This is an optimization exercise on Yosys and OpenROAD, whose aim is small area, a short achievable clock period and few clock cycles, not a production implementation.
Where RTL was checked, it was by simulation tests only, not by an equivalence proof against the original.
Only the layout flow was run in runs 5 to 7; the RTL was not checked for function there.
Power and IR drop assume default switching activity.

### flow/run.sh
#!/bin/bash
# The standard layout, with the smallest plain buffer on the ports and the
# resizer free to change a cell's footprint (the platform holds it to the same
# footprint, which keeps the port buffers in the slow delay-buffer family).
set -euo pipefail
bash standard.sh MATCH_CELL_FOOTPRINT=0 \
	"BUFFER_PORTS_ARGS=-buffer_cell sky130_fd_sc_hd__buf_1" \
	finish > standard_flow.log 2>&1
### config.mk
export PLATFORM = sky130hd
export DESIGN_NAME = huffman
export DESIGN_NICKNAME = huffman
export VERILOG_FILES = /design/flow/design.v
export SDC_FILE = /design/flow/constraint.sdc
export NUM_CORES = 4
export LEC_CHECK = 0
export CAP_MARGIN = 20
export CORE_MARGIN = 2
export CORE_UTILIZATION = 40
export CTS_CLUSTER_DIAMETER = 100
export CTS_CLUSTER_SIZE = 30
export SETUP_SLACK_MARGIN = 3.2
export SLEW_MARGIN = 20
### standard.sh
#!/bin/bash
# synth_recipe.tcl (not shown) runs the flow's synth.tcl, then flattens the netlist and writes it again
# the make line also repeats each setting of config.mk as NAME=value (left out here)
make -C /OpenROAD-flow-scripts/flow DESIGN_CONFIG=/design/flow/config.mk WORK_HOME=/design/flow/orfs CLKGATE_MAP_FILE= SYNTH_SCRIPT=/design/flow/synth_recipe.tcl "${@:-finish}"
### design.v
module freq_counter #(
	parameter int NUM_SYMBOLS = 6,
	parameter int CNT_W       = 8,
	parameter int SAMPLE_W    = 8
) (
	input  logic                               clk,
	input  logic                               reset,
	input  logic                               gray_valid,
	input  logic [SAMPLE_W-1:0]                gray_data,
	output logic [NUM_SYMBOLS-1:0][CNT_W-1:0]  cnt,
	output logic                               cnt_valid,
	output logic                               burst_end     
);
	localparam logic CNT_IDLE    = 1'b0;
	localparam logic CNT_RECEIVE = 1'b1;
	logic state;
	assign burst_end = (state == CNT_RECEIVE) && !gray_valid;
	always_ff @(posedge clk) begin
		if (reset) begin
			state     <= CNT_IDLE;
			cnt_valid <= 1'b0;
		end else begin
			cnt_valid <= burst_end;
			if (gray_valid)
				state <= CNT_RECEIVE;
			else
				state <= CNT_IDLE;
		end
	end
	always_ff @(posedge clk) begin
		for (int k = 0; k < NUM_SYMBOLS; k++) begin
			if (gray_valid) begin
				if (state == CNT_IDLE)
					cnt[k] <= (gray_data == SAMPLE_W'(k + 1)) ? CNT_W'(1) : '0;
				else if (gray_data == SAMPLE_W'(k + 1))
					cnt[k] <= cnt[k] + CNT_W'(1);
			end
		end
	end
endmodule
module count_sorter #(
	parameter int NUM_SYMBOLS = 6,
	parameter int CNT_W       = 8,
	parameter int IDX_W       = 3
) (
	input  logic [NUM_SYMBOLS-1:0][CNT_W-1:0]  cnt,
	output logic [NUM_SYMBOLS-1:0][CNT_W-1:0]  init_cnt,    
	output logic [NUM_SYMBOLS-1:0][IDX_W-1:0]  init_pos     
);
	always_comb begin
		init_cnt[NUM_SYMBOLS-1] = cnt[0];
		init_pos[0]             = IDX_W'(NUM_SYMBOLS - 1);
		for (int k = 1; k < NUM_SYMBOLS; k++) begin
			init_cnt[k - 1] = cnt[k];
			init_pos[k]     = IDX_W'(k - 1);
		end
	end
endmodule
module tree_merger #(
	parameter int NUM_SYMBOLS = 6,
	parameter int CNT_W       = 8,
	parameter int IDX_W       = 3
) (
	input  logic                                    clk,
	input  logic                                    reset,
	input  logic                                    load,          
	input  logic [NUM_SYMBOLS-1:0][CNT_W-1:0]       init_cnt,
	input  logic [NUM_SYMBOLS-1:0][IDX_W-1:0]       init_pos,
	output logic                                    first,         
	output logic                                    merge,         
	output logic                                    last,          
	output logic [NUM_SYMBOLS-1:0]                  sym_a,         
	output logic [NUM_SYMBOLS-1:0]                  sym_b,         
	output logic [NUM_SYMBOLS-1:0]                  sym_c,         
	output logic                                    c_first        
);
	localparam int N          = NUM_SYMBOLS;
	localparam int SORT_STEPS = N - 1;
	localparam int STEPS      = SORT_STEPS + N - 2;    
	logic [N-1:0][CNT_W-1:0]  e;
	logic [N-1:0][N-1:0]      at;       
	logic [STEPS-1:0]         run;      
	logic                     sorting;
	logic                     sort_next;    
	logic [CNT_W-1:0]         x;            
	logic [N+1:0]             lt;           
	logic [N+1:0][CNT_W-1:0]  ex;           
	logic [N-1:0]             ins;          
	logic [N-1:0]             head;         
	logic [CNT_W-1:0]         u;
	logic [CNT_W-1:0]         v;
	logic [CNT_W-1:0]         sum_uv;
	logic [CNT_W-1:0]         sum_ux;
	logic                     take_uv;
	assign sorting   = run[STEPS - SORT_STEPS];
	assign sort_next = run[STEPS - SORT_STEPS + 1];
	assign u      = sorting ? e[1] : e[2];
	assign v      = sorting ? e[2] : e[3];
	assign sum_uv = u + v;
	assign sum_ux = u + x;
	assign take_uv = sorting ? lt[2] : lt[3];
	always_comb begin
		for (int p = 0; p < N + 2; p++)
			ex[p] = (p < N) ? e[p] : '1;
		lt = '0;
		for (int p = 1; p < N; p++)
			lt[p] = (e[p] < x)
				|| (p <= SORT_STEPS - 1 && run[STEPS - SORT_STEPS + p]);    
		lt[0] = 1'b1;
		if (!sorting)
			lt[1] = 1'b1;
		for (int q = 0; q < N; q++)
			ins[q] = sorting ? (lt[q] && !lt[q + 1]) : (lt[q + 1] && !lt[q + 2]);
		for (int k = 0; k < N; k++) begin
			sym_a[k] = at[k][0];
			sym_b[k] = at[k][1];
			sym_c[k] = at[k][2];
			head[k]  = at[k][0] || (!sorting && at[k][1]);
		end
	end
	assign first   = run[STEPS - 1];
	assign merge   = run[0] && !sorting;
	assign last    = run[0] && !run[1];
	assign c_first = lt[2];
	always_ff @(posedge clk) begin
		if (reset)
			run <= '0;
		else if (load)
			run <= '1;
		else
			run <= run >> 1;
	end
	always_ff @(posedge clk) begin
		if (!run[0])
			x <= init_cnt[0];
		else if (sort_next)
			x <= lt[1] ? e[1] : x;
		else
			x <= ({CNT_W{take_uv}} & sum_uv) | ({CNT_W{!take_uv}} & sum_ux);
	end
	always_ff @(posedge clk) begin
		if (!run[0]) begin
			e <= init_cnt;
			for (int k = 0; k < N; k++)
				at[k] <= N'(1) << init_pos[k];
		end else begin
			for (int q = 0; q < N; q++) begin
				if (sorting) begin
					if (lt[q + 1])
						e[q] <= ex[q + 1];
					else if (lt[q])
						e[q] <= x;
					else
						e[q] <= ex[q];
				end else begin
					if (lt[q + 2])
						e[q] <= ex[q + 2];
					else if (lt[q + 1])
						e[q] <= x;
					else
						e[q] <= ex[q + 1];
				end
			end
			for (int k = 0; k < N; k++) begin
				for (int q = 0; q < N; q++) begin
					if (sorting)
						at[k][q] <= (q + 1 < N && at[k][q + 1] && lt[q + 1])
						         || (q >= 1 && at[k][q] && !lt[q])
						         || (head[k] && ins[q]);
					else
						at[k][q] <= (q + 2 < N && at[k][q + 2] && lt[q + 2])
						         || (q >= 1 && q + 1 < N && at[k][q + 1] && !lt[q + 1])
						         || (head[k] && ins[q]);
				end
			end
		end
	end
endmodule
module code_builder #(
	parameter int NUM_SYMBOLS = 6,
	parameter int CODE_W      = 8
) (
	input  logic                                    clk,
	input  logic                                    reset,
	input  logic                                    start,         
	input  logic                                    merge,
	input  logic                                    last,
	input  logic [NUM_SYMBOLS-1:0]                  sym_a,
	input  logic [NUM_SYMBOLS-1:0]                  sym_b,
	input  logic [NUM_SYMBOLS-1:0]                  sym_c,
	input  logic                                    c_first,
	output logic [NUM_SYMBOLS-1:0][CODE_W-1:0]      hc,
	output logic [NUM_SYMBOLS-1:0][CODE_W-1:0]      m,
	output logic                                    code_valid
);
	localparam int LEN_W = NUM_SYMBOLS - 1;
	logic [NUM_SYMBOLS-1:0][LEN_W-1:0] hc_q;
	logic [NUM_SYMBOLS-1:0][LEN_W-1:0] m_q;
	logic [NUM_SYMBOLS-1:0][LEN_W-1:0] nxt;     
	always_comb begin
		for (int s = 0; s < NUM_SYMBOLS; s++) begin
			hc[s]  = CODE_W'(hc_q[s]);
			m[s]   = CODE_W'(m_q[s]);
			nxt[s] = ~m_q[s] & {m_q[s][LEN_W-2:0], 1'b1};
		end
	end
	always_ff @(posedge clk) begin
		if (reset)
			code_valid <= 1'b0;
		else
			code_valid <= last;
	end
	always_ff @(posedge clk) begin
		for (int s = 0; s < NUM_SYMBOLS; s++) begin
			if (start) begin
				hc_q[s] <= '0;
				m_q[s]  <= '0;
			end else if (merge) begin
				if (last && (sym_a[s] || sym_b[s])) begin
					hc_q[s] <= hc_q[s] | (sym_a[s] ? nxt[s] : '0)
					                   | (c_first ? '0 : {nxt[s][LEN_W-2:0], 1'b0});
					m_q[s]  <= {m_q[s][LEN_W-3:0], 2'b11};
				end else if (last && sym_c[s]) begin
					hc_q[s] <= hc_q[s] | (c_first ? nxt[s] : '0);
					m_q[s]  <= {m_q[s][LEN_W-2:0], 1'b1};
				end else if (!last && (sym_a[s] || sym_b[s])) begin
					hc_q[s] <= hc_q[s] | (sym_a[s] ? nxt[s] : '0);
					m_q[s]  <= {m_q[s][LEN_W-2:0], 1'b1};
				end
			end
		end
	end
endmodule
module huffman (
	input  logic        clk,
	input  logic        reset,
	input  logic        gray_valid,
	input  logic [7:0]  gray_data,
	output logic        cnt_valid,
	output logic [47:0] cnt,           
	output logic        code_valid,
	output logic [47:0] hc,            
	output logic [47:0] m              
);
	localparam int NUM_SYMBOLS = 6;
	localparam int CNT_W       = 8;
	localparam int CODE_W      = 8;
	localparam int SAMPLE_W    = 8;
	localparam int IDX_W       = 3;
	logic                                    burst_end;
	logic [NUM_SYMBOLS-1:0][CNT_W-1:0]       init_cnt;
	logic [NUM_SYMBOLS-1:0][IDX_W-1:0]       init_pos;
	logic                                    first;
	logic                                    merge;
	logic                                    last;
	logic [NUM_SYMBOLS-1:0]                  sym_a;
	logic [NUM_SYMBOLS-1:0]                  sym_b;
	logic [NUM_SYMBOLS-1:0]                  sym_c;
	logic                                    c_first;
	freq_counter #(
		.NUM_SYMBOLS (NUM_SYMBOLS),
		.CNT_W       (CNT_W),
		.SAMPLE_W    (SAMPLE_W)
	) freq_counter_i (
		.clk        (clk),
		.reset      (reset),
		.gray_valid (gray_valid),
		.gray_data  (gray_data),
		.cnt        (cnt),
		.cnt_valid  (cnt_valid),
		.burst_end  (burst_end)
	);
	count_sorter #(
		.NUM_SYMBOLS (NUM_SYMBOLS),
		.CNT_W       (CNT_W),
		.IDX_W       (IDX_W)
	) count_sorter_i (
		.cnt        (cnt),
		.init_cnt (init_cnt),
		.init_pos   (init_pos)
	);
	tree_merger #(
		.NUM_SYMBOLS (NUM_SYMBOLS),
		.CNT_W       (CNT_W),
		.IDX_W       (IDX_W)
	) tree_merger_i (
		.clk        (clk),
		.reset      (reset),
		.load       (burst_end),
		.init_cnt (init_cnt),
		.init_pos   (init_pos),
		.first      (first),
		.merge      (merge),
		.last       (last),
		.sym_a      (sym_a),
		.sym_b      (sym_b),
		.sym_c      (sym_c),
		.c_first    (c_first)
	);
	code_builder #(
		.NUM_SYMBOLS (NUM_SYMBOLS),
		.CODE_W      (CODE_W)
	) code_builder_i (
		.clk        (clk),
		.reset      (reset),
		.start      (first),
		.merge      (merge),
		.last       (last),
		.sym_a      (sym_a),
		.sym_b      (sym_b),
		.sym_c      (sym_c),
		.c_first    (c_first),
		.hc         (hc),
		.m          (m),
		.code_valid (code_valid)
	);
endmodule
### constraint.sdc
create_clock -name core_clock -period 6.0 [get_ports {clk}]
set_input_delay 1.2000 -clock core_clock [delete_from_list [all_inputs] [get_ports {clk}]]
set_output_delay 1.2000 -clock core_clock [all_outputs]
set_load 0.01 [all_outputs]
==> impl_metrics.py, run 1 <==
metrics = {
    "power_and_ir_drop": {
        "vdd_drop_max_v": 0.000149,
        "total_power_mw": 3.71,
        "p_leak_nw": 5.04,
        "power_density_nw_per_um2": 272,
    },
    "final_layout": {
        "diodes": 0,
        "layout.nets": 1532,
        "areaGrowthSynthToFinish_pct": 12.1,
        "design_area_sq_um": 13700,
        "drive_gt1_frac": 0.100,
    },
    "global_routing": {
        "grt_start_max_net_pins": 56,
        "first_global_vias": 9787,
        "grt-ovfl-total": 0,
        "track_usage": 0.213,
        "grt_pass1_wl_um": 54300,
        "antenna_found_initial": 0,
    },
    "clock_tree": {
        "cts_buffer_depth": 3,
        "cts_sinks": 203,
        "hold_buffers": 0,
        "cts_max_level": 1,
        "clk_pin_slew_ps": 120,
        "root_buffer": "clkbuf_16",
        "clkLatencyLatePin_ps": 490,
        "cts_tree": "done",
        "cts_buffers": 11,
    },
    "yosys": {
        "synth_area_sq_um": 12200,
        "syn_avg_cell_area_sq_um": 8.92,
        "yosysWarnings": 9,
        "post-synth-top-count-cell": "nor2_1",
        "ys_types": 74,
        "synth_top_area_cell": "dfxtp_1",
        "ys_ff_latch": 203,
        "yosysTopAreaCellShare": 0.228,
        "synth_ff_type": "dfxtp_1",
        "synth-edff-count": 64,
        "seq_area_frac_synth": 0.385,
        "syn-instance-count": 1368,
        "ys_top_cells_by_area": "dfxtp_1, edfxtp_1, ha_1, nor2_1, mux2i_1",
        "async_reset_ff_frac": 0,
        "synth_common_cells": "nor2_1, dfxtp_1, a21oi_1, nand2_1, clkbuf_1",
    },
    "setup_path": {
        "cp.arrival_ps": 3000,
        "critPathMaxStageDelay_ps": 460,
        "crit_buf_inv": 2,
        "critPathTopFamily": "simple AND/OR/NAND/NOR gates",
        "critPathLaunchType": "flop",
        "worstPathRequired_ps": 6230,
        "worstSetupEndpointType": "flop",
        "r2r_slack_ps": 3230,
        "worst_path_most_repeated_cell": "or4_4",
        "crit_type": "reg -> reg",
        "slowest_stage": "edfxtp_1",
        "path_cells": "inv_2 > buf_4 > ha_1 > nor3_1 > or4_4 > or4_4 > nand3_4 > o32ai_4 > a221o_1",
        "crit_fanout": 8,
    },
    "timing": {
        "relSlewSlack": 0.308,
        "finClkSkew_ps": 19.1,
        "fmax_mhz": 361,
        "hold_viol_final": 0,
        "slew_viol_final": 0,
        "grt_setup_unrepaired": "yes",
        "setup_viol": 0,
        "finalCriticalPeriod_ps": 2770,
        "timing.setup.tns_ps": 0,
        "finalCritPeriodShare": 0.462,
        "tightest_slew_ps": 1040,
    },
    "die": {
        "start_util": 0.409,
        "coreArea_sq_um": 29900,
        "io_pins": 157,
        "num_rows": 63,
        "die_w_um": 179,
        "dieHeight_um": 179,
        "die-area_sq_um": 31900,
    },
    "place": {
        "io_buffers": 120,
        "routabilityCongestion": 0.877,
        "place_area_sq_um": 12900,
        "place_hpwl_um": 23600,
    },
    "route": {
        "avgRoutedWirePerCell_um": 18.8,
        "route.vias.total": 10700,
        "drc_errors": 0,
        "drt_iter0_markers": 835,
        "postRouteAntennaNets": 0,
        "drt_wl_total_um": 34900,
        "viasPerCell": 5.77,
        "first_pass_iters": 5,
    },
    "hold_path": {
        "hold_class": "reg -> reg",
    },
    "job": {
        "maxCapViolations": 0,
    },
    "run_status": {
        "status": "finished clean",
    },
}
-- sequential cells by signal, summed over array words and instances (netlist names), named ones only --
signal,count
freq_counter_i.cnt,48
code_builder_i.hc_q,30
tree_merger_i.e,32
code_builder_i.code_valid,1
tree_merger_i.at,36
code_builder_i.m_q,30
freq_counter_i.state,1
tree_merger_i.run,9
-- tightest hold or removal path, delay by kind of cell, from the launching register on --
family | cells | cell delay (ps)
flops | 1 | 330
simple gates | 2 | 100
-- metrics by stage --
stage | instances | utilization | hold WS, ps | worst slack [ps]
finish | 1858 | 0.458 | 459 | 3230
global route | 1858 | 0.458 | 488 | 3130
CTS | 1841 | 0.449 | 466 | 3200
detailed placement | 1811 | 0.430 | 436 | 2370
global placement | 1811 | 0.430 | 420 | 2510
floorplan | 1410 | - | 416 | 3210
-- cell usage in the layout (no fill, tap or decap), types with 11 or more instances in the layout --
| cell type | Yosys | layout |
|---|---|---|
| a211oi_1 | 24 | 23 |
| a21oi_1 | 93 | 85 |
| a221o_1 | 15 | 15 |
| a22oi_1 | 16 | 15 |
| a31oi_1 | 28 | 28 |
| and2_1 | 44 | 44 |
| and3_1 | 21 | 21 |
| buf_1 | 3 | 120 |
| buf_4 | 36 | 35 |
| clkbuf_16 | 0 | 11 |
| conb_1 | 2 | 44 |
| dfxtp_1 | 139 | 135 |
| edfxtp_1 | 64 | 64 |
| ha_1 | 55 | 55 |
| inv_1 | 41 | 36 |
| mux2_2 | 13 | 13 |
| mux2i_1 | 54 | 53 |
| nand2_1 | 85 | 83 |
| nand2b_1 | 17 | 17 |
| nand3_1 | 53 | 51 |
| nor2_1 | 147 | 140 |
| nor2b_1 | 28 | 28 |
| nor3_1 | 19 | 19 |
| o211ai_1 | 12 | 12 |
| o21a_1 | 14 | 14 |
| o21ai_0 | 46 | 46 |
| o221ai_1 | 11 | 11 |
| xnor2_1 | 35 | 35 |
| xor2_1 | 12 | 12 |
-- where the power goes --
| part | total, mW | internal [mW] | switching (mW) |
|---|---|---|---|
| combinational | 1.13 | 0.462 | 0.666 |
| clock | 0.847 | 0.357 | 0.490 |
| sequential | 1.74 | 1.56 | 0.183 |
-- routing by layer --
metal  part of all wire  track usage
met2               0.44        0.326
met4              0.027       0.0671
met3              0.054       0.0250
met5                  0            0
met1               0.48        0.312
-- path summary, 6_finish.rpt --
kind | startpoint | endpoint | cells past startpoint
max | flop | flop | 9
min | tree_merger_i.run[2] | tree_merger_i.run[1] | 2
max reg2reg | flop | flop | 9
min reg2reg | tree_merger_i.run[2] | tree_merger_i.run[1] | 2
-- cell families after synthesis --
family,after synthesis,share of synthesized area
simple gates,440,0.174
compound gates,387,0.225
flops,203,0.385
buf+inv,164,0.0641
mux,68,0.0574
fa+ha+maj,57,0.0597
xor+xnor,47,0.0337
other cells,2,0.000615
-- area by class of cell --
cell class,count,area (sq um)
Timing Repair Buffer,163,827
Inverter,42,160
Tap cell,390,488
Clock inverter,4,43.8
Fill cell,2897,16200
Multi-Input combinational cell,1043,7160
Clock buffer,13,283
Sequential cell,203,4710
-- timing repair --
| action | CTS | global route |
|---|---|---|
| setup buffers | 12 | 16 |
| setup endpoints to repair | 115 | 67 |
| cloned | 1 | 0 |
| pin swaps | 2 | 5 |
| resized for setup | 33 | 21 |
Testbench counts, summed over its fixed seeds: cycles 19,476.
==> run 2, diff against run 1 <==
--- a/config.mk
+++ b/config.mk
@@ -10,5 +10,5 @@
 export CORE_UTILIZATION = 40
 export CTS_CLUSTER_DIAMETER = 100
 export CTS_CLUSTER_SIZE = 30
-export SETUP_SLACK_MARGIN = 3.2
+export SETUP_SLACK_MARGIN = 3.4
 export SLEW_MARGIN = 20
==> impl_metrics.py, run 2 <==
metrics = {
    "global_routing": {
        "antenna_found_initial": 0,
        "grt-ovfl-total": 0,
        "first_global_vias": 9908,
        "grt_pass1_wl_um": 56900,
        "grt_start_max_net_pins": 55,
        "track_usage": 0.225,
    },
    "power_and_ir_drop": {
        "power_density_nw_per_um2": 272,
        "p_sw_frac": 0.363,
        "vdd_drop_max_v": 0.000229,
        "clockPowerShare": 0.216,
        "p_int_mw": 2.55,
        "p_comb_frac": 0.350,
        "sequentialPowerShare": 0.434,
        "p_sw_mw": 1.45,
        "p_leak_nw": 5.37,
        "total_power_mw": 4.00,
    },
    "final_layout": {
        "drive_gt1_frac": 0.164,
        "final_cell_mix": "nor2_1, dfxtp_1, buf_1, a21oi_1, nand2_1",
        "fin_util": 0.492,
        "design_area_sq_um": 14700,
        "layout.cells.non_filler": 1898,
        "layout.nets": 1572,
        "largest_reg_flops": 48,
        "largest-register": "freq_counter_i.cnt",
        "largest_registers": "freq_counter_i.cnt x48, tree_merger_i.at x36, tree_merger_i.e x32",
        "num-fill-cells": 2765,
        "diodes": 0,
        "areaGrowthSynthToFinish_pct": 20.4,
        "mostFrequentLayoutCell": "nor2_1",
    },
    "place": {
        "dp_cells": 1812,
        "place_hpwl_um": 23700,
        "routabilityCongestion": 0.884,
        "io_buffers": 120,
        "place_area_sq_um": 12900,
    },
    "die": {
        "die_w_um": 179,
        "num_rows": 63,
        "coreArea_sq_um": 29900,
        "io_pins": 157,
        "die-area_sq_um": 31900,
        "dieHeight_um": 179,
        "start_util": 0.409,
    },
    "yosys": {
        "synth_ff_type": "dfxtp_1",
        "post-synth-top-count-cell": "nor2_1",
        "syn_avg_cell_area_sq_um": 8.92,
        "yosysTopAreaCellShare": 0.228,
        "syn-instance-count": 1368,
        "synth_common_cells": "nor2_1, dfxtp_1, a21oi_1, nand2_1, clkbuf_1",
        "seq_area_frac_synth": 0.385,
        "ys_top_cells_by_area": "dfxtp_1, edfxtp_1, ha_1, nor2_1, mux2i_1",
        "yosysWarnings": 9,
        "async_reset_ff_frac": 0,
        "synth_top_area_cell": "dfxtp_1",
        "ys_types": 74,
        "synth-edff-count": 64,
        "ys_ff_latch": 203,
        "synth_area_sq_um": 12200,
    },
    "setup_path": {
        "worstPathRequired_ps": 6230,
        "path_cells": "inv_2 > ha_4 > nor2_2 > or4_4 > or4_4 > nand3_4 > o32ai_4 > a221o_1",
        "critPathMaxStageDelay_ps": 490,
        "slowest_stage": "or4_4",
        "ff2ff_path_depth": 8,
        "r2r_slack_ps": 3320,
        "worstSetupEndpointType": "flop",
        "worst_path_most_repeated_cell": "or4_4",
        "critPathLaunchType": "flop",
        "crit_fanout": 8,
        "cp.arrival_ps": 2910,
        "crit_type": "reg -> reg",
    },
    "route": {
        "first_pass_iters": 7,
        "avgRoutedWirePerCell_um": 19.9,
        "drt_iter0_markers": 1030,
        "drc_errors": 0,
        "viasPerCell": 5.93,
        "postRouteAntennaNets": 0,
        "route.vias.total": 11300,
        "drt_wl_total_um": 37800,
    },
    "timing": {
        "slew_viol_final": 0,
        "tightest_slew_ps": 864,
        "setup_viol": 0,
        "timing.setup.tns_ps": 0,
        "fmax_mhz": 374,
        "finalCritPeriodShare": 0.446,
        "grt_setup_unrepaired": "yes",
        "finClkSkew_ps": 24.5,
        "hold_viol_final": 0,
        "finalCriticalPeriod_ps": 2680,
        "relSlewSlack": 0.423,
    },
    "hold_path": {
        "hold_class": "reg -> reg",
        "hold_start": "tree_merger_i.run[3]",
        "hold_path_end": "tree_merger_i.run[2]",
        "whs_path_depth": 2,
    },
    "job": {
        "maxCapViolations": 0,
    },
    "run_status": {
        "status": "finished clean",
    },
    "clock_tree": {
        "root_buffer": "clkbuf_16",
        "cts_max_level": 1,
        "cts_buffers": 11,
        "cts_buffer_depth": 3,
        "clk_pin_slew_ps": 110,
        "clkLatencyLatePin_ps": 490,
        "cts_sinks": 203,
        "cts_tree": "done",
    },
}
## run 2: cell types whose count changed in the layout (fill, tap and decap cells not counted), moves of 5 or more
cell	change
clkbuf_16	+5
ha_1	-14
buf_6	+6
buf_4	+23
a21oi_4	+5
ha_4	+12
o21ai_1	+5
a21oi_1	-5
o21ai_0	-8
## run 2: cell type report
class                   instances  area (sq um)  share of cell area
clock inverters                 4          31.3             0.00213
repair buffers                199          1240              0.0845
inverters                      42           163              0.0111
flip-flops and latches        203          4710               0.321
clock buffers                  13           304              0.0207
well taps                     390           488              0.0332
multi-input cells            1047          7750               0.528
## run 2: layer usage
metal / vias to the layer above / share of wire / track usage
met5: - / 0 / 0
met4: 0 / 0.027 / 0.0654
met3: 58 / 0.071 / 0.0216
met2: 460 / 0.45 / 0.338
met1: 5476 / 0.45 / 0.341
li1: 5257 / - / -
## run 2: stage by stage
| step | setup slack, ps | hold slack [ps] |
|---|---|---|
| 3_5_place_dp | 2130 | 429 |
| 4_1_cts | 3180 | 467 |
| 5_1_grt | 3280 | 492 |
| 6_report | 3320 | 461 |
| 3_3_place_gp | 2360 | 431 |
| 2_1_floorplan | 3370 | 416 |
## run 2: worst max-delay path by stage
stage	cells past startpoint	startpoint	to
after detailed placement	7	flop	flop
after floorplan	4	gray_data[5]	freq_counter_i.cnt[24]
after global placement	7	flop	flop
after CTS	7	flop	flop
final	8	flop	flop
after global routing	8	flop	flop
## run 2: cell families (layout without fill, tap and decap cells)
kind of cell / Yosys count / after routing / share of synthesized area
and+or+nand+nor: 440 / 440 / 0.174
AOI/OAI and AO/OA: 387 / 391 / 0.225
DFF: 203 / 203 / 0.385
buffers and inverters: 164 / 258 / 0.0641
muxes: 68 / 68 / 0.0574
adders and majority gates: 57 / 57 / 0.0597
xor gates and xnor gates: 47 / 47 / 0.0337
other: 2 / 44 / 0.000615
## run 2: repair_timing
item | in CTS | in global routing
hold buffers | 0 | 0
pin swaps | 7 | 39
resized for setup | 71 | 96
setup endpoints to repair | 143 | 109
setup buffers | 36 | 24
cloned | 7 | 2
## run 2: critical path, delay by kind of cell, from the launching register on
kind,cells,cell delay (ps)
AO/OA/AOI/OAI,2,490
flip-flops,1,450
adder cells (fa/ha/maj),1,270
buffers and inverters,1,90
AND/OR/NAND/NOR,4,1140
## run 2: power groups by stage
stage	registers, mW	logic, mW	clock network [mW]
final	1.74	1.40	0.865
after floorplan	1.74	0.764	0
after global routing	1.76	1.52	0.923
after CTS	1.73	1.22	0.880
after detailed placement	1.77	1.03	0
after global placement	1.76	1.01	0
==> run 3, diff against run 2 <==
--- a/config.mk
+++ b/config.mk
@@ -8,7 +8,5 @@
 export CAP_MARGIN = 20
 export CORE_MARGIN = 2
 export CORE_UTILIZATION = 40
-export CTS_CLUSTER_DIAMETER = 100
-export CTS_CLUSTER_SIZE = 30
-export SETUP_SLACK_MARGIN = 3.4
+export SETUP_SLACK_MARGIN = 3.6
 export SLEW_MARGIN = 20
==> impl_metrics.py, run 3 <==
metrics = {
    "yosys": {
        "ys_ff_latch": 203,
        "seq_area_frac_synth": 0.385,
        "synth_common_cells": "nor2_1, dfxtp_1, a21oi_1, nand2_1, clkbuf_1",
        "yosysTopAreaCellShare": 0.228,
        "post-synth-top-count-cell": "nor2_1",
        "syn-instance-count": 1368,
        "synth_ff_type": "dfxtp_1",
        "synth_area_sq_um": 12200,
        "synth_top_area_cell": "dfxtp_1",
        "yosysWarnings": 9,
        "syn_avg_cell_area_sq_um": 8.92,
        "synth-edff-count": 64,
        "ys_types": 74,
        "async_reset_ff_frac": 0,
        "ys_top_cells_by_area": "dfxtp_1, edfxtp_1, ha_1, nor2_1, mux2i_1",
    },
    "die": {
        "coreArea_sq_um": 29900,
        "die-area_sq_um": 31900,
        "io_pins": 157,
        "start_util": 0.409,
        "die_w_um": 179,
        "num_rows": 63,
        "dieHeight_um": 179,
    },
    "setup_path": {
        "crit_buf_inv": 1,
        "crit_fanout": 8,
        "worstSetupEndpointType": "flop",
        "slowest_stage": "edfxtp_1",
        "worstPathRequired_ps": 6270,
        "worst_path_most_repeated_cell": "or4_4",
        "critPathLaunchType": "flop",
        "critPathTopFamily": "simple AND/OR/NAND/NOR gates",
        "crit_type": "reg -> reg",
        "critPathMaxStageDelay_ps": 500,
        "cp.arrival_ps": 3110,
        "path_cells": "clkinv_4 > ha_4 > nor2_2 > or4_4 > or4_4 > nand3_4 > o32ai_4 > a221o_1",
    },
    "run_status": {
        "status": "finished clean",
    },
    "final_layout": {
        "areaGrowthSynthToFinish_pct": 35.2,
        "layout.cells.non_filler": 2007,
        "layout.nets": 1668,
        "largest-register": "freq_counter_i.cnt",
        "mostFrequentLayoutCell": "nor2_1",
        "largest_reg_flops": 48,
        "design_area_sq_um": 16500,
        "drive_gt1_frac": 0.262,
        "final_cell_mix": "nor2_1, dfxtp_1, buf_1, buf_4, nand2_1",
        "diodes": 0,
        "largest_registers": "freq_counter_i.cnt x48, tree_merger_i.at x36, tree_merger_i.e x32",
    },
    "route": {
        "avgRoutedWirePerCell_um": 21.0,
        "drc_errors": 0,
        "first_pass_iters": 5,
        "postRouteAntennaNets": 0,
        "drt_wl_total_um": 42100,
        "viasPerCell": 6.00,
        "route.vias.total": 12000,
        "drt_iter0_markers": 1160,
    },
    "timing": {
        "slew_viol_final": 0,
        "fmax_mhz": 351,
        "finClkSkew_ps": 12.3,
        "setup_viol": 0,
        "tightest_slew_ps": 993,
        "finalCritPeriodShare": 0.474,
        "finalCriticalPeriod_ps": 2850,
        "hold_viol_final": 0,
        "timing.setup.tns_ps": 0,
        "relSlewSlack": 0.338,
        "grt_setup_unrepaired": "yes",
    },
    "clock_tree": {
        "cts_max_level": 1,
        "cts_sinks": 203,
        "cts_buffers": 24,
        "root_buffer": "clkbuf_16",
        "cts_buffer_depth": 3,
        "cts_tree": "done",
        "clk_pin_slew_ps": 60,
        "hold_buffers": 0,
        "clkLatencyLatePin_ps": 520,
    },
    "hold_path": {
        "hold_class": "reg -> reg",
    },
    "place": {
        "place_area_sq_um": 13000,
        "io_buffers": 120,
        "dp_cells": 1813,
        "routabilityCongestion": 0.843,
        "place_hpwl_um": 23900,
    },
    "job": {
        "maxCapViolations": 0,
    },
    "global_routing": {
        "grt_pass1_wl_um": 60300,
        "grt_start_max_net_pins": 56,
        "first_global_vias": 10800,
        "track_usage": 0.238,
        "grt-ovfl-total": 0,
        "antenna_found_initial": 0,
    },
    "power_and_ir_drop": {
        "power_density_nw_per_um2": 301,
        "vdd_drop_max_v": 0.000225,
        "p_leak_nw": 6.19,
        "total_power_mw": 4.98,
    },
}
run 3: final timing paths:
path,start,endpoint,slack (ps),cells after the start
worst max register to register,flop,flop,3150,8
worst max-delay path,flop,flop,3150,8
worst min register to register,tree_merger_i.run[3],tree_merger_i.run[2],440,2
worst min-delay path,tree_merger_i.run[3],tree_merger_i.run[2],440,2
run 3: cells by family after synthesis:
| family | count (synthesis) | synth area share |
|---|---|---|
| AND/OR/NAND/NOR | 440 | 0.174 |
| multiplexers | 68 | 0.0574 |
| XOR/XNOR | 47 | 0.0337 |
| AO/OA/AOI/OAI | 387 | 0.225 |
| flip-flops | 203 | 0.385 |
| other | 2 | 0.000615 |
| buffers and inverters | 164 | 0.0641 |
| adder cells (fa/ha/maj) | 57 | 0.0597 |
run 3: layer usage:
metal,vias to the layer above,GRT usage,share of wire
li1,5493,-,-
met1,5781,0.337,0.43
met2,626,0.372,0.45
met3,133,0.0259,0.078
met4,0,0.0908,0.045
met5,-,0,0
run 3: cell type report:
cell class | instances | area [sq um]
clock inverters | 5 | 76.3
repair buffers | 279 | 2040
clock buffers | 38 | 747
flip-flops and latches | 203 | 4720
inverters | 42 | 171
well taps | 390 | 488
multi-input cells | 1050 | 8270
fillers | 2627 | 13400
run 3: tightest hold or removal path: stages, from the launching register on:
cell,delay (ps)
dfxtp_1,300
nor2_1,40
nor2_1,60
run 3: per-stage QoR:
step	setup WS (ps)	util	hold WS (ps)
2_1_floorplan	3370	-	416
3_3_place_gp	2690	0.436	426
3_5_place_dp	2610	0.436	436
4_1_cts	3390	0.506	449
5_1_grt	3160	0.553	461
6_report	3150	0.553	441
run 3: power breakdown:
| part | switching (mW) | internal (mW) | leakage [nW] |
|---|---|---|---|
| clock | 0.592 | 0.936 | 0.408 |
| sequential | 0.179 | 1.56 | 1.80 |
| combinational | 0.922 | 0.785 | 3.99 |
run 3: repair_timing:
| action | CTS | global route |
|---|---|---|
| buffers inserted | 77 | 51 |
| gates resized for setup | 119 | 156 |
| pin swaps | 29 | 60 |
| gates cloned | 10 | 13 |
| setup endpoints to repair | 181 | 193 |
==> run 4, diff against run 3 <==
==> run.sh (new file) <==
#!/bin/bash
# synth_recipe.tcl (not shown) runs the flow's synth.tcl, then flattens the netlist and writes it again
# the make line also repeats each setting of config.mk as NAME=value (left out here)
make -C /OpenROAD-flow-scripts/flow DESIGN_CONFIG=/design/flow/config.mk WORK_HOME=/design/flow/orfs CLKGATE_MAP_FILE= SYNTH_SCRIPT=/design/flow/synth_recipe.tcl finish
--- a/config.mk
+++ b/config.mk
@@ -8,5 +8,5 @@
 export CAP_MARGIN = 20
 export CORE_MARGIN = 2
 export CORE_UTILIZATION = 40
-export SETUP_SLACK_MARGIN = 3.6
+export SETUP_SLACK_MARGIN = 3.5
 export SLEW_MARGIN = 20
removed: flow/run.sh
removed: standard.sh
==> impl_metrics.py, run 4 <==
metrics = {
    "timing": {
        "finalCritPeriodShare": 0.444,
        "grt_setup_unrepaired": "yes",
        "tightest_slew_ps": 975,
        "timing.setup.tns_ps": 0,
        "relSlewSlack": 0.350,
        "hold_viol_final": 0,
        "fmax_mhz": 375,
        "slew_viol_final": 0,
        "finClkSkew_ps": 19.3,
        "setup_viol": 0,
        "finalCriticalPeriod_ps": 2670,
        "holdWs_ps": 448,
    },
    "yosys": {
        "yosysWarnings": 9,
        "ys_types": 74,
        "synth_top_area_cell": "dfxtp_1",
        "synth_ff_type": "dfxtp_1",
        "async_reset_ff_frac": 0,
        "synth-edff-count": 64,
        "syn_avg_cell_area_sq_um": 8.92,
        "post-synth-top-count-cell": "nor2_1",
        "synth_area_sq_um": 12200,
        "seq_area_frac_synth": 0.385,
        "ys_ff_latch": 203,
        "syn-instance-count": 1368,
        "ys_top_cells_by_area": "dfxtp_1, edfxtp_1, ha_1, nor2_1, mux2i_1",
        "synth_common_cells": "nor2_1, dfxtp_1, a21oi_1, nand2_1, clkbuf_1",
        "yosysTopAreaCellShare": 0.228,
    },
    "final_layout": {
        "largest_reg_flops": 48,
        "multi_input_comb_area_sq_um": 7850,
        "final_cell_mix": "nor2_1, buf_4, dfxtp_1, dlygate4sd2_1, a21oi_1",
        "largest_registers": "freq_counter_i.cnt x48, tree_merger_i.at x36, tree_merger_i.e x32",
        "areaGrowthSynthToFinish_pct": 37.1,
        "num-fill-cells": 2633,
        "diodes": 0,
        "regArea_sq_um": 4740,
        "drive_gt1_frac": 0.241,
        "layout.nets": 1667,
        "largest-register": "freq_counter_i.cnt",
        "mostFrequentLayoutCell": "nor2_1",
    },
    "clock_tree": {
        "cts_max_level": 1,
        "clk_pin_slew_ps": 60,
        "cts_tree": "done",
        "clkLatencyLatePin_ps": 540,
        "cts_buffers": 24,
        "hold_buffers": 0,
        "cts_sinks": 203,
        "cts_buffer_depth": 3,
        "root_buffer": "clkbuf_16",
    },
    "setup_path": {
        "critPathMaxStageDelay_ps": 470,
        "slowest_stage": "edfxtp_1",
        "worstSetupEndpointType": "flop",
        "critPathLaunchType": "flop",
        "path_cells": "inv_2 > ha_4 > a211o_1 > a21oi_4 > o32ai_4 > clkbuf_16 > buf_12 > nand2_8 > o32ai_4 > a221o_1",
        "worstPathRequired_ps": 6270,
        "worst_path_most_repeated_cell": "o32ai_4",
        "cp.arrival_ps": 2940,
        "crit_fanout": 8,
        "crit_type": "reg -> reg",
    },
    "place": {
        "io_buffers": 120,
        "routabilityCongestion": 0.866,
        "place_hpwl_um": 24100,
    },
    "hold_path": {
        "hold_class": "reg -> reg",
    },
    "global_routing": {
        "grt-ovfl-total": 0,
        "antenna_found_initial": 0,
        "grt_pass1_wl_um": 61700,
        "grt_start_max_net_pins": 56,
        "first_global_vias": 11000,
        "track_usage": 0.244,
    },
    "route": {
        "drt_iter0_markers": 1040,
        "viasPerCell": 5.88,
        "avgRoutedWirePerCell_um": 20.6,
        "drt_wl_total_um": 41300,
        "first_pass_iters": 5,
        "postRouteAntennaNets": 0,
        "drc_errors": 0,
        "route.vias.total": 11800,
    },
    "die": {
        "io_pins": 157,
        "die-area_sq_um": 31900,
        "coreArea_sq_um": 29900,
        "num_rows": 63,
        "dieHeight_um": 179,
        "die_w_um": 179,
        "start_util": 0.409,
    },
    "power_and_ir_drop": {
        "power_density_nw_per_um2": 290,
        "p_leak_nw": 6.74,
        "vdd_drop_max_v": 0.000213,
    },
    "run_status": {
        "status": "finished clean",
    },
    "job": {
        "maxCapViolations": 0,
    },
}
-- run 4: cell types whose count changed in the layout (fill, tap and decap cells not counted), moves of 6 or more --
cell	previous run	this run
ha_4	17	10
clkdlybuf4s50_1	0	6
a21oi_1	72	78
dfxtp_1	127	116
buf_1	117	0
buf_6	28	13
a21oi_2	21	15
buf_4	110	121
buf_12	9	15
clkbuf_16	35	28
dfxtp_2	10	20
ha_1	37	44
dlygate4sd2_1	0	108
-- run 4: repair_timing --
| item | CTS | global route |
|---|---|---|
| gates resized for setup | 229 | 99 |
| setup endpoints to repair | 280 | 149 |
| hold endpoints to repair | 0 | 0 |
| cloned | 8 | 5 |
| pin swaps | 32 | 48 |
| setup buffers | 101 | 32 |
-- run 4: path summary, 6_finish.rpt --
path,depth (start not counted),slack [ps],from,to
setup reg to reg,10,3330,flop,flop
setup / recovery,10,3330,flop,flop
hold reg to reg,2,450,tree_merger_i.run[3],tree_merger_i.run[2]
hold / removal,2,450,tree_merger_i.run[3],tree_merger_i.run[2]
-- run 4: stage by stage --
step	area [sq um]	power (mW)	cells	worst slack (ps)	utilization
2_1_floorplan	12600	2.53	1410	3370	-
3_3_place_gp	13800	2.93	1816	2320	0.463
3_5_place_dp	13800	2.94	1816	2220	0.463
4_1_cts	15900	4.61	1968	3310	0.533
5_1_grt	16700	5.06	2006	3300	0.560
6_report	16700	4.85	2006	3330	0.560
-- run 4: cells by family (layout without fill, tap and decap cells) --
group,Yosys count,in the layout,share of synthesized area
other cells,2,44,0.000615
flops,203,203,0.385
xor+xnor,47,47,0.0337
fa+ha+maj,57,57,0.0597
simple gates,440,440,0.174
compound gates,387,391,0.225
buf+inv,164,366,0.0641
mux,68,68,0.0574
-- run 4: cell type report --
type / instances / area share
clock buffers: 37 / 0.0424
clock inverters: 6 / 0.00411
inverters: 42 / 0.0100
multi-input cells: 1047 / 0.469
flip-flops and latches: 203 / 0.283
well taps: 390 / 0.0292
repair buffers: 281 / 0.162
-- run 4: routing by layer --
layer,up-vias,global-route usage,wire length [um],share of wire
met5,-,0,0,0
met4,0,0.0918,1420,0.034
met3,104,0.0386,3300,0.080
met2,544,0.374,18400,0.45
met1,5692,0.344,18100,0.44
li1,5462,-,-,-
-- run 4: worst max-delay path: cells and delay by family (launching register included) --
family	cells	cell delay [ps]
AO/OA/AOI/OAI	5	1130
flip-flops	1	470
adder cells (fa/ha/maj)	1	220
AND/OR/NAND/NOR	1	80
buffers and inverters	3	500
-- run 4: where the power goes --
group	switching (mW)	total [mW]	internal (mW)	leakage (nW)
Sequential	0.164	1.73	1.56	1.80
Clock	0.599	1.45	0.855	0.380
Combinational	0.875	1.66	0.788	4.56
==> run 5, diff against run 4 <==
--- a/design.v
+++ b/design.v
@@ -104,7 +104,7 @@
 			ex[p] = (p < N) ? e[p] : '1;
 		lt = '0;
 		for (int p = 1; p < N; p++)
-			lt[p] = (e[p] < x)
+			lt[p] = lighter(e[p], x)
 				|| (p <= SORT_STEPS - 1 && run[STEPS - SORT_STEPS + p]);    
 		lt[0] = 1'b1;
 		if (!sorting)
@@ -175,6 +175,11 @@
 			end
 		end
 	end
+	function automatic logic lighter(logic [CNT_W-1:0] a, logic [CNT_W-1:0] b);
+		lighter = 1'b0;
+		for (int i = 0; i < CNT_W; i++)
+			lighter = (!a[i] && b[i]) || ((!a[i] || b[i]) && lighter);
+	endfunction
 endmodule
 module code_builder #(
 	parameter int NUM_SYMBOLS = 6,
--- a/config.mk
+++ b/config.mk
@@ -8,5 +8,5 @@
 export CAP_MARGIN = 20
 export CORE_MARGIN = 2
 export CORE_UTILIZATION = 40
-export SETUP_SLACK_MARGIN = 3.5
+export SETUP_SLACK_MARGIN = 3.0
 export SLEW_MARGIN = 20
==> impl_metrics.py, run 5 <==
metrics = {
    "timing": {
        "relSlewSlack": 0.254,
        "fmax_mhz": 332,
        "grt_setup_unrepaired": "yes",
        "finClkSkew_ps": 24.8,
        "hold_viol_final": 0,
        "slew_viol_final": 0,
        "finalCritPeriodShare": 0.502,
        "fin_ws_ps": 2990,
        "timing.setup.tns_ps": 0,
        "finalCriticalPeriod_ps": 3010,
        "setup_viol": 0,
        "tightest_slew_ps": 1120,
    },
    "yosys": {
        "yosysWarnings": 9,
        "async_reset_ff_frac": 0,
        "synth_area_sq_um": 11800,
        "synth_ff_type": "dfxtp_1",
        "syn-instance-count": 1355,
        "seq_area_frac_synth": 0.397,
        "ys_types": 81,
        "syn_avg_cell_area_sq_um": 8.74,
        "synth_common_cells": "dfxtp_1, nor2_1, a21oi_1, nand2_1, o21ai_0",
        "ys_ff_latch": 203,
        "synth-edff-count": 64,
        "synth_top_area_cell": "dfxtp_1",
        "ys_top_cells_by_area": "dfxtp_1, edfxtp_1, a21oi_1, mux2i_1, nor2_1",
        "yosysTopAreaCellShare": 0.235,
        "post-synth-top-count-cell": "dfxtp_1",
    },
    "final_layout": {
        "regArea_sq_um": 4710,
        "largest_reg_flops": 48,
        "final_cell_mix": "dfxtp_1, clkdlybuf4s50_1, nor2_1, a21oi_1, nand2_1",
        "largest_registers": "freq_counter_i.cnt x48, tree_merger_i.at x36, tree_merger_i.e x32",
        "layout.nets": 1541,
        "drive_gt1_frac": 0.168,
        "areaGrowthSynthToFinish_pct": 30.2,
        "diodes": 0,
        "multi_input_comb_area_sq_um": 7290,
        "mostFrequentLayoutCell": "dfxtp_1",
        "num-fill-cells": 2611,
        "largest-register": "freq_counter_i.cnt",
    },
    "clock_tree": {
        "cts_sinks": 203,
        "cts_tree": "done",
        "hold_buffers": 0,
        "clkLatencyLatePin_ps": 530,
        "clk_pin_slew_ps": 60,
        "cts_max_level": 1,
        "cts_buffer_depth": 3,
        "root_buffer": "clkbuf_16",
        "cts_buffers": 24,
    },
    "setup_path": {
        "slowest_stage": "edfxtp_1",
        "crit_type": "reg -> reg",
        "worst_path_most_repeated_cell": "maj3_2",
        "crit_buf_inv": 2,
        "critPathTopFamily": "compound AO/OA/AOI/OAI gates",
        "worstPathRequired_ps": 6260,
        "critPathMaxStageDelay_ps": 540,
        "worstSetupEndpointType": "flop",
        "path_cells": "maj3_2 > maj3_2 > a2111oi_4 > o211ai_1 > buf_4 > and2_4 > o21ai_4 > buf_12 > mux2i_1 > o21ai_0",
        "cp.arrival_ps": 3270,
        "critPathLaunchType": "flop",
        "crit_fanout": 6,
    },
    "route": {
        "drt_wl_total_um": 35900,
        "route.vias.total": 11000,
        "postRouteAntennaNets": 0,
        "drt_iter0_markers": 911,
        "viasPerCell": 5.75,
        "first_pass_iters": 5,
        "drc_errors": 0,
        "avgRoutedWirePerCell_um": 18.8,
    },
    "die": {
        "num_rows": 62,
        "io_pins": 157,
        "coreArea_sq_um": 28900,
        "die-area_sq_um": 31000,
        "start_util": 0.409,
        "dieHeight_um": 176,
        "die_w_um": 176,
    },
    "power_and_ir_drop": {
        "p_leak_nw": 5.69,
        "power_density_nw_per_um2": 293,
        "total_power_mw": 4.52,
        "vdd_drop_max_v": 0.000190,
    },
    "place": {
        "routabilityCongestion": 0.848,
        "post-place-ws_ps": 2070,
        "place_hpwl_um": 22700,
        "io_buffers": 120,
    },
    "hold_path": {
        "hold_class": "reg -> reg",
    },
    "global_routing": {
        "grt-ovfl-total": 0,
        "met1_usage": 0.318,
        "track_usage": 0.223,
        "grt.met2_usage": 0.343,
        "grt_start_max_net_pins": 56,
        "met3_usage": 0.0381,
        "grt_pass1_wl_um": 55700,
        "top_usage_layer": "met2",
        "first_global_vias": 10000,
        "antenna_found_initial": 0,
    },
    "run_status": {
        "status": "finished clean",
    },
    "job": {
        "maxCapViolations": 0,
    },
}
==> run 5: cell types whose count changed in the layout (fill, tap and decap cells not counted), moves of 20 or more <==
| cell | change |
|---|---|
| dlygate4sd2_1 | -108 |
| o21ai_0 | +43 |
| ha_1 | -24 |
| dfxtp_1 | +20 |
| buf_4 | -65 |
| clkdlybuf4s50_1 | +114 |
==> run 5: final timing paths <==
kind / cells past startpoint / slack, ps / to / startpoint
worst max-delay path: 10 / 2990 / flop / flop
worst min-delay path: 2 / 440 / tree_merger_i.run[2] / tree_merger_i.run[3]
worst max register to register: 10 / 2990 / flop / flop
worst min register to register: 2 / 440 / tree_merger_i.run[2] / tree_merger_i.run[3]
==> run 5: kinds of logic (layout without fill, tap and decap cells) <==
family | Yosys count | count (layout) | share of synthesized area
AOI/OAI and AO/OA | 419 | 419 | 0.237
and+or+nand+nor | 417 | 426 | 0.170
DFF | 203 | 203 | 0.397
buffers and inverters | 168 | 288 | 0.0685
muxes | 62 | 62 | 0.0539
xor gates and xnor gates | 50 | 50 | 0.0370
adders and majority gates | 34 | 34 | 0.0351
other | 2 | 44 | 0.000634
==> run 5: worst min-delay path, stage by stage (launching register included) <==
cell and delay (ps):
dfxtp_1 300, nor2_1 40, nor2_1 70
==> run 5: what timing repair did <==
item                       CTS  global route
gates resized for setup     76            93
pin swaps                   25            40
setup endpoints to repair  155           157
buffers inserted            36            25
cloned                       9             2
==> run 5: per-stage QoR <==
step                instances  instance area (sq um)   util  hold WS, ps
floorplan                1397                  12000      -          416
global placement         1794                  13200  0.455          423
detailed placement       1794                  13200  0.455          431
CTS                      1883                  14700  0.509          445
global route             1910                  15400  0.533          492
finish                   1910                  15400  0.533          444
==> run 5: power by group <==
| part | switching (mW) | internal (mW) | leakage [nW] |
|---|---|---|---|
| logic | 0.728 | 0.646 | 3.51 |
| clock network | 0.585 | 0.858 | 0.390 |
| registers | 0.164 | 1.54 | 1.79 |
==> run 5: final cells by class <==
| cell class | instances | share of cell area |
|---|---|---|
| Multi-Input combinational cell | 1035 | 0.473 |
| Clock inverter | 8 | 0.00495 |
| Inverter | 46 | 0.0118 |
| Timing Repair Buffer | 198 | 0.128 |
| Sequential cell | 203 | 0.305 |
| Clock buffer | 36 | 0.0458 |
| Tap cell | 384 | 0.0312 |
==> run 5: metal layers <==
layer | share of wire | routed length [um]
met1 | 0.45 | 16200
met2 | 0.45 | 16000
met3 | 0.074 | 2660
met4 | 0.029 | 1050
met5 | 0 | 0
==> run 6, diff against run 5 <==
--- a/config.mk
+++ b/config.mk
@@ -8,5 +8,5 @@
 export CAP_MARGIN = 20
 export CORE_MARGIN = 2
 export CORE_UTILIZATION = 40
-export SETUP_SLACK_MARGIN = 3.0
+export SETUP_SLACK_MARGIN = 3.3
 export SLEW_MARGIN = 20
==> impl_metrics.py, run 6 <==
metrics = {
    "timing": {
        "slew_viol_final": 0,
        "finClkSkew_ps": 13.6,
        "finalCriticalPeriod_ps": 3100,
        "timing.setup.tns_ps": 0,
        "grt_setup_unrepaired": "yes",
        "relSlewSlack": 0.225,
        "tightest_slew_ps": 1160,
        "hold_viol_final": 0,
        "finalCritPeriodShare": 0.517,
        "fin_ws_ps": 2900,
        "fmax_mhz": 322,
        "setup_viol": 0,
    },
    "yosys": {
        "post-synth-top-count-cell": "dfxtp_1",
        "ys_types": 81,
        "yosysWarnings": 9,
        "muxShareOfSynthArea": 0.0539,
        "synth_common_cells": "dfxtp_1, nor2_1, a21oi_1, nand2_1, o21ai_0",
        "async_reset_ff_frac": 0,
        "synth_ff_type": "dfxtp_1",
        "synth-edff-count": 64,
        "syn_avg_cell_area_sq_um": 8.74,
        "synth_area_sq_um": 11800,
        "synthXorXnorAreaFrac": 0.0370,
        "ys_top_cells_by_area": "dfxtp_1, edfxtp_1, a21oi_1, mux2i_1, nor2_1",
        "syn-instance-count": 1355,
        "synth-adder-area-share": 0.0351,
        "synth_compound_area_frac": 0.237,
        "synth_top_area_cell": "dfxtp_1",
        "ys_ff_latch": 203,
        "seq_area_frac_synth": 0.397,
        "synth-simple-area-share": 0.170,
        "yosysTopAreaCellShare": 0.235,
        "synth_top_family_by_area": "compound AO/OA/AOI/OAI gates",
    },
    "setup_path": {
        "crit_type": "reg -> reg",
        "worstSetupEndpointType": "flop",
        "worst_path_most_repeated_cell": "maj3_2",
        "critPathLaunchType": "flop",
        "worstPathRequired_ps": 6390,
        "critPathMaxStageDelay_ps": 410,
        "path_cells": "buf_6 > nor2b_4 > maj3_2 > maj3_2 > a2111oi_4 > o211ai_1 > buf_4 > and2_4 > o21ai_4 > buf_12 > mux2_4 > o21ai_1",
        "crit_fanout": 8,
        "slowest_stage": "edfxtp_1",
        "cp.arrival_ps": 3490,
    },
    "final_layout": {
        "areaGrowthSynthToFinish_pct": 38.4,
        "largest_registers": "freq_counter_i.cnt x48, tree_merger_i.at x36, tree_merger_i.e x32",
        "largest_reg_flops": 48,
        "final_cell_mix": "dfxtp_1, nor2_1, buf_4, a21oi_1, clkdlybuf4s50_1",
        "largest-register": "freq_counter_i.cnt",
        "layout.nets": 1604,
        "diodes": 0,
        "fin_util": 0.566,
        "mostFrequentLayoutCell": "dfxtp_1",
        "regArea_sq_um": 4730,
        "multi_input_comb_area_sq_um": 7620,
        "drive_gt1_frac": 0.237,
        "num-fill-cells": 2572,
    },
    "clock_tree": {
        "root_buffer": "clkbuf_16",
        "cts_buffer_depth": 3,
        "cts_max_level": 1,
        "cts_tree": "done",
        "clkLatencyLatePin_ps": 530,
        "hold_buffers": 0,
        "cts_buffers": 24,
        "cts_sinks": 203,
        "clk_pin_slew_ps": 70,
    },
    "power_and_ir_drop": {
        "p_comb_frac": 0.335,
        "vdd_drop_max_v": 0.000186,
        "p_leak_nw": 6.32,
        "power_density_nw_per_um2": 280,
        "clockPowerShare": 0.296,
        "p_int_mw": 3.03,
        "p_sw_mw": 1.57,
        "p_sw_frac": 0.341,
        "sequentialPowerShare": 0.369,
    },
    "place": {
        "routabilityCongestion": 0.855,
        "post-place-ws_ps": 2380,
        "place_hpwl_um": 23000,
        "io_buffers": 120,
    },
    "hold_path": {
        "hold_class": "reg -> reg",
        "hold_start": "code_builder_i.hc_q[25]",
    },
    "route": {
        "drt_iter0_markers": 870,
        "postRouteAntennaNets": 0,
        "drc_errors": 0,
        "first_pass_iters": 6,
        "viasPerCell": 5.80,
        "drt_wl_total_um": 39100,
        "avgRoutedWirePerCell_um": 19.9,
        "route.vias.total": 11400,
    },
    "job": {
        "maxCapViolations": 0,
    },
    "die": {
        "io_pins": 157,
        "num_rows": 62,
        "start_util": 0.409,
        "coreArea_sq_um": 28900,
        "dieHeight_um": 176,
        "die-area_sq_um": 31000,
        "die_w_um": 176,
    },
    "global_routing": {
        "grt-ovfl-total": 0,
        "first_global_vias": 10700,
        "grt_pass1_wl_um": 59700,
        "track_usage": 0.240,
        "antenna_found_initial": 0,
        "grt_start_max_net_pins": 56,
    },
    "run_status": {
        "status": "finished clean",
    },
}
run 6: power groups by stage:
stage / clock, mW / sequential, mW / combinational, mW
after floorplan: 0 / 1.70 / 0.738
after global placement: 0 / 1.74 / 0.992
after detailed placement: 0 / 1.74 / 1.01
after CTS: 1.37 / 1.68 / 1.35
after global routing: 1.43 / 1.71 / 1.64
final: 1.36 / 1.69 / 1.54
run 6: metal layers:
layer / wire [um] / share of wire / track usage / vias up
met3: 2770 / 0.071 / 0.0280 / 78
li1: - / - / - / 5351
met5: 0 / 0 / 0 / -
met2: 18000 / 0.46 / 0.380 / 469
met4: 991 / 0.025 / 0.0768 / 0
met1: 17400 / 0.44 / 0.341 / 5531
run 6: cell type report:
class	count	share of cell area
timing repair buffer	261	0.161
clock inverter	8	0.00359
clock buffer	34	0.0402
multi-input combinational	1035	0.465
tap	384	0.0293
sequential	203	0.289
inverter	46	0.0113
run 6: timing repair:
| item | 4_1_cts | 5_1_grt |
|---|---|---|
| gates resized for setup | 150 | 140 |
| pin swaps | 57 | 68 |
| endpoints found under the setup margin | 234 | 157 |
| buffers inserted | 101 | 17 |
| cloned | 12 | 4 |
run 6: worst paths after layout:
kind | to | slack (ps) | cells after the start
max reg2reg | flop | 2900 | 12
min reg2reg | code_builder_i.hc_q[25] | 450 | 2
max | flop | 2900 | 12
min | code_builder_i.hc_q[25] | 450 | 2
run 6: cells by family (layout without fill, tap and decap cells):
logic type | Yosys count | in the layout
AOI/OAI and AO/OA | 419 | 421
xor gates and xnor gates | 50 | 50
adders and majority gates | 34 | 34
buffers and inverters | 168 | 349
DFF | 203 | 203
muxes | 62 | 62
other | 2 | 44
and+or+nand+nor | 417 | 424
run 6: per-stage QoR:
| stage | std cells | hold slack [ps] | power [mW] | instance area [sq um] |
|---|---|---|---|---|
| 3_5_place_dp | 1795 | 436 | 2.75 | 13300 |
| 2_1_floorplan | 1397 | 416 | 2.43 | 12200 |
| 4_1_cts | 1950 | 451 | 4.41 | 15600 |
| 6_report | 1971 | 451 | 4.60 | 16400 |
| 3_3_place_gp | 1795 | 422 | 2.73 | 13300 |
| 5_1_grt | 1971 | 491 | 4.78 | 16400 |
run 6: critical path, delay by kind of cell (launching register included):
family | cells | cell delay [ps]
AO/OA/AOI/OAI | 4 | 760
flip-flops | 1 | 410
multiplexers | 1 | 290
AND/OR/NAND/NOR | 2 | 310
adder cells (fa/ha/maj) | 2 | 690
buffers and inverters | 3 | 470
==> run 7, diff against run 6 <==
==> flow/run.sh (new file) <==
#!/bin/bash
# The standard layout, with plain buffers on the ports and the resizer free to
# change a cell's footprint (the platform holds it to the same footprint).
set -euo pipefail
bash standard.sh MATCH_CELL_FOOTPRINT=0 \
	"BUFFER_PORTS_ARGS=-buffer_cell sky130_fd_sc_hd__buf_2" \
	finish > standard_flow.log 2>&1
==> standard.sh (new file) <==
#!/bin/bash
# synth_recipe.tcl (not shown) runs the flow's synth.tcl, then flattens the netlist and writes it again
# the make line also repeats each setting of config.mk as NAME=value (left out here)
make -C /OpenROAD-flow-scripts/flow DESIGN_CONFIG=/design/flow/config.mk WORK_HOME=/design/flow/orfs CLKGATE_MAP_FILE= SYNTH_SCRIPT=/design/flow/synth_recipe.tcl "${@:-finish}"
removed: run.sh
==> impl_metrics.py, run 7 <==
metrics = {
    "final_layout": {
        "mostFrequentLayoutCell": "dfxtp_1",
        "areaGrowthSynthToFinish_pct": 27.5,
        "num-fill-cells": 2646,
        "layout.nets": 1550,
        "design_area_sq_um": 15100,
        "layout.cells.non_filler": 1918,
        "multi_input_comb_area_sq_um": 7520,
        "regArea_sq_um": 4710,
        "drive_gt1_frac": 0.271,
        "diodes": 0,
        "largest_registers": "freq_counter_i.cnt x48, tree_merger_i.at x36, tree_merger_i.e x32",
        "largest-register": "freq_counter_i.cnt",
        "final_cell_mix": "dfxtp_1, buf_2, nor2_1, a21oi_1, nand2_1",
        "fin_util": 0.522,
        "largest_reg_flops": 48,
    },
    "yosys": {
        "synth_area_sq_um": 11800,
        "yosysWarnings": 9,
        "yosysTopAreaCellShare": 0.235,
        "syn-instance-count": 1355,
        "ys_types": 81,
        "synth-edff-count": 64,
        "synth_top_area_cell": "dfxtp_1",
        "async_reset_ff_frac": 0,
        "post-synth-top-count-cell": "dfxtp_1",
        "syn_avg_cell_area_sq_um": 8.74,
        "ys_top_cells_by_area": "dfxtp_1, edfxtp_1, a21oi_1, mux2i_1, nor2_1",
        "synth_ff_type": "dfxtp_1",
        "ys_ff_latch": 203,
        "seq_area_frac_synth": 0.397,
        "synth_common_cells": "dfxtp_1, nor2_1, a21oi_1, nand2_1, o21ai_0",
    },
    "place": {
        "place_hpwl_um": 22900,
        "dp_cells": 1794,
        "routabilityCongestion": 0.866,
        "io_buffers": 120,
        "place_area_sq_um": 12700,
    },
    "die": {
        "die_w_um": 176,
        "num_rows": 62,
        "die-area_sq_um": 31000,
        "dieHeight_um": 176,
        "io_pins": 157,
        "start_util": 0.409,
        "coreArea_sq_um": 28900,
    },
    "global_routing": {
        "grt_start_max_net_pins": 56,
        "grt-ovfl-total": 0,
        "antenna_found_initial": 1,
        "grt_pass1_wl_um": 56100,
        "first_global_vias": 10100,
        "track_usage": 0.223,
    },
    "clock_tree": {
        "root_buffer": "clkbuf_16",
        "clk_pin_slew_ps": 60,
        "cts_buffer_depth": 3,
        "clkLatencyLatePin_ps": 540,
        "cts_tree": "done",
        "cts_max_level": 1,
        "cts_sinks": 203,
        "cts_buffers": 24,
    },
    "timing": {
        "setup_viol": 0,
        "finalCriticalPeriod_ps": 3090,
        "grt_setup_unrepaired": "yes",
        "finalCritPeriodShare": 0.515,
        "finClkSkew_ps": 28.6,
        "holdWs_ps": 443,
        "relSlewSlack": 0.236,
        "slew_viol_final": 0,
        "tightest_slew_ps": 1140,
        "timing.setup.tns_ps": 0,
        "hold_viol_final": 0,
        "fmax_mhz": 324,
    },
    "setup_path": {
        "slowest_stage": "edfxtp_1",
        "cp.arrival_ps": 3360,
        "r2r_slack_ps": 2910,
        "ff2ff_path_depth": 11,
        "critPathTopFamily": "compound AO/OA/AOI/OAI gates",
        "worstSetupEndpointType": "flop",
        "critPathLaunchType": "flop",
        "crit_fanout": 9,
        "critPathMaxStageDelay_ps": 500,
        "path_cells": "clkinvlp_4 > a22o_4 > a211oi_4 > a2111oi_4 > o211ai_1 > buf_4 > buf_6 > nand2_8 > nand2_1 > a31oi_4 > a221o_1",
        "crit_type": "reg -> reg",
        "crit_buf_inv": 3,
        "worst-path-stages": 11,
        "worstPathRequired_ps": 6270,
    },
    "route": {
        "avgRoutedWirePerCell_um": 19.2,
        "route.vias.total": 11100,
        "viasPerCell": 5.81,
        "drt_wl_total_um": 36800,
        "drt_iter0_markers": 1020,
        "postRouteAntennaNets": 0,
        "first_pass_iters": 5,
        "drc_errors": 0,
    },
    "power_and_ir_drop": {
        "vdd_drop_max_v": 0.000216,
        "p_leak_nw": 5.88,
        "power_density_nw_per_um2": 298,
    },
    "job": {
        "maxCapViolations": 0,
    },
    "hold_path": {
        "hold_class": "reg -> reg",
    },
    "run_status": {
        "status": "finished clean",
    },
}
run 7: cell counts after synthesis:
No cell type changed its count.
run 7: kinds of logic after synthesis:
family / count (synthesis) / synth area share
fa+ha+maj: 34 / 0.0351
other cells: 2 / 0.000634
simple gates: 417 / 0.170
compound gates: 419 / 0.237
buf+inv: 168 / 0.0685
xor+xnor: 50 / 0.0370
flops: 203 / 0.397
mux: 62 / 0.0539
run 7: how the worst min path moves through the flow:
stage	startpoint	endpoint	slack [ps]	cells past startpoint
2_1_floorplan	tree_merger_i.run[2]	tree_merger_i.run[1]	420	2
3_3_place_gp	tree_merger_i.run[3]	tree_merger_i.run[2]	420	2
3_5_place_dp	code_builder_i.hc_q[25]	code_builder_i.hc_q[25]	440	2
4_1_cts	code_builder_i.hc_q[25]	code_builder_i.hc_q[25]	450	2
5_1_grt	code_builder_i.hc_q[25]	code_builder_i.hc_q[25]	460	2
6_report	code_builder_i.hc_q[25]	code_builder_i.hc_q[25]	440	2
run 7: layout make-up:
type,count,area share
multi-input combinational,1035,0.498
sequential,203,0.312
timing repair buffer,207,0.0946
clock buffer,37,0.0477
tap,384,0.0318
inverter,46,0.0126
clock inverter,6,0.00315
run 7: layer usage:
layer  vias up  global-route usage  share of wire
li1       5236                   -              -
met1      5326               0.322           0.45
met2       486               0.339           0.44
met3        90              0.0349          0.077
met4         0              0.0778          0.030
met5         -                   0              0
run 7: worst register-to-register path, cell delays in order (launching register included):
cell and delay (ps):
edfxtp_1 500, clkinvlp_4 200, a22o_4 310, a211oi_4 360
a2111oi_4 110, o211ai_1 250, buf_4 210, buf_6 140
nand2_8 110, nand2_1 180, a31oi_4 110, a221o_1 340
run 7: through the flow:
step | power, mW | worst slack (ps)
6_report | 4.50 | 2910
5_1_grt | 4.70 | 2840
4_1_cts | 4.34 | 3040
3_5_place_dp | 2.67 | 2190
3_3_place_gp | 2.66 | 2300
2_1_floorplan | 2.44 | 3180
run 7: what timing repair did:
| item | CTS | global route |
|---|---|---|
| pin swaps | 42 | 29 |
| gates resized for setup | 107 | 77 |
| gates cloned | 9 | 1 |
| hold buffers | 0 | 0 |
| setup buffers | 51 | 20 |
| endpoints found under the setup margin | 127 | 128 |
run 7: power by group:
group / total, mW / internal [mW] / switching, mW
Sequential: 1.70 / 1.54 / 0.165
Combinational: 1.37 / 0.604 / 0.769
Clock: 1.42 / 0.827 / 0.596
Total: 4.50 / 2.97 / 1.53

==> what the ideal ports hide <==
Ports are ideal in the flow. The routed layouts listed here were re-timed in OpenROAD.
Step 1, drivers: a clkbuf_16 drives clk and a buf_2 each remaining input, both assumed.
Step 2, shift: input delay + t, output delay - t, t = (earliest + latest rising clock arrival at the registers) / 2. This alone moves slack from input paths to output paths.
a / b / c = ideal / step 1 / step 2; a / b = the first two.
| run | t, ns | setup slack, ns | hold WS [ns] | worst setup path at the end | slew at the worst register clock pin (ns) |
|---|---|---|---|---|---|
| run 1 | 0.528 | 3.230 / 3.230 / 2.873 | 0.459 / 0.459 / 0.459 | input to register | 0.12 / 0.12 |
| run 2 | 0.530 | 3.324 / 3.324 / 3.085 | 0.461 / 0.461 / 0.461 | input to register | 0.12 / 0.12 |
| run 3 | 0.568 | 3.154 / 3.154 / 3.101 | 0.441 / 0.441 / 0.441 | input to register | 0.07 / 0.07 |
| run 4 | 0.579 | 3.335 / 3.335 / 3.014 | 0.448 / 0.448 / 0.448 | input to register | 0.06 / 0.06 |
| run 5 | 0.570 | 2.990 / 2.990 / 2.557 | 0.444 / 0.444 / 0.444 | input to register | 0.06 / 0.06 |
| run 6 | 0.577 | 2.897 / 2.897 / 2.820 | 0.451 / 0.451 / 0.451 | input to register | 0.07 / 0.07 |
| run 7 | 0.582 | 2.909 / 2.909 / 2.868 | 0.443 / 0.443 / 0.443 | input to register | 0.06 / 0.06 |
After both steps every run listed still meets setup and hold. For run 5, which loses most, drivers alone change the setup slack by 0.000 ns; drivers and shift together by -0.433 ns.
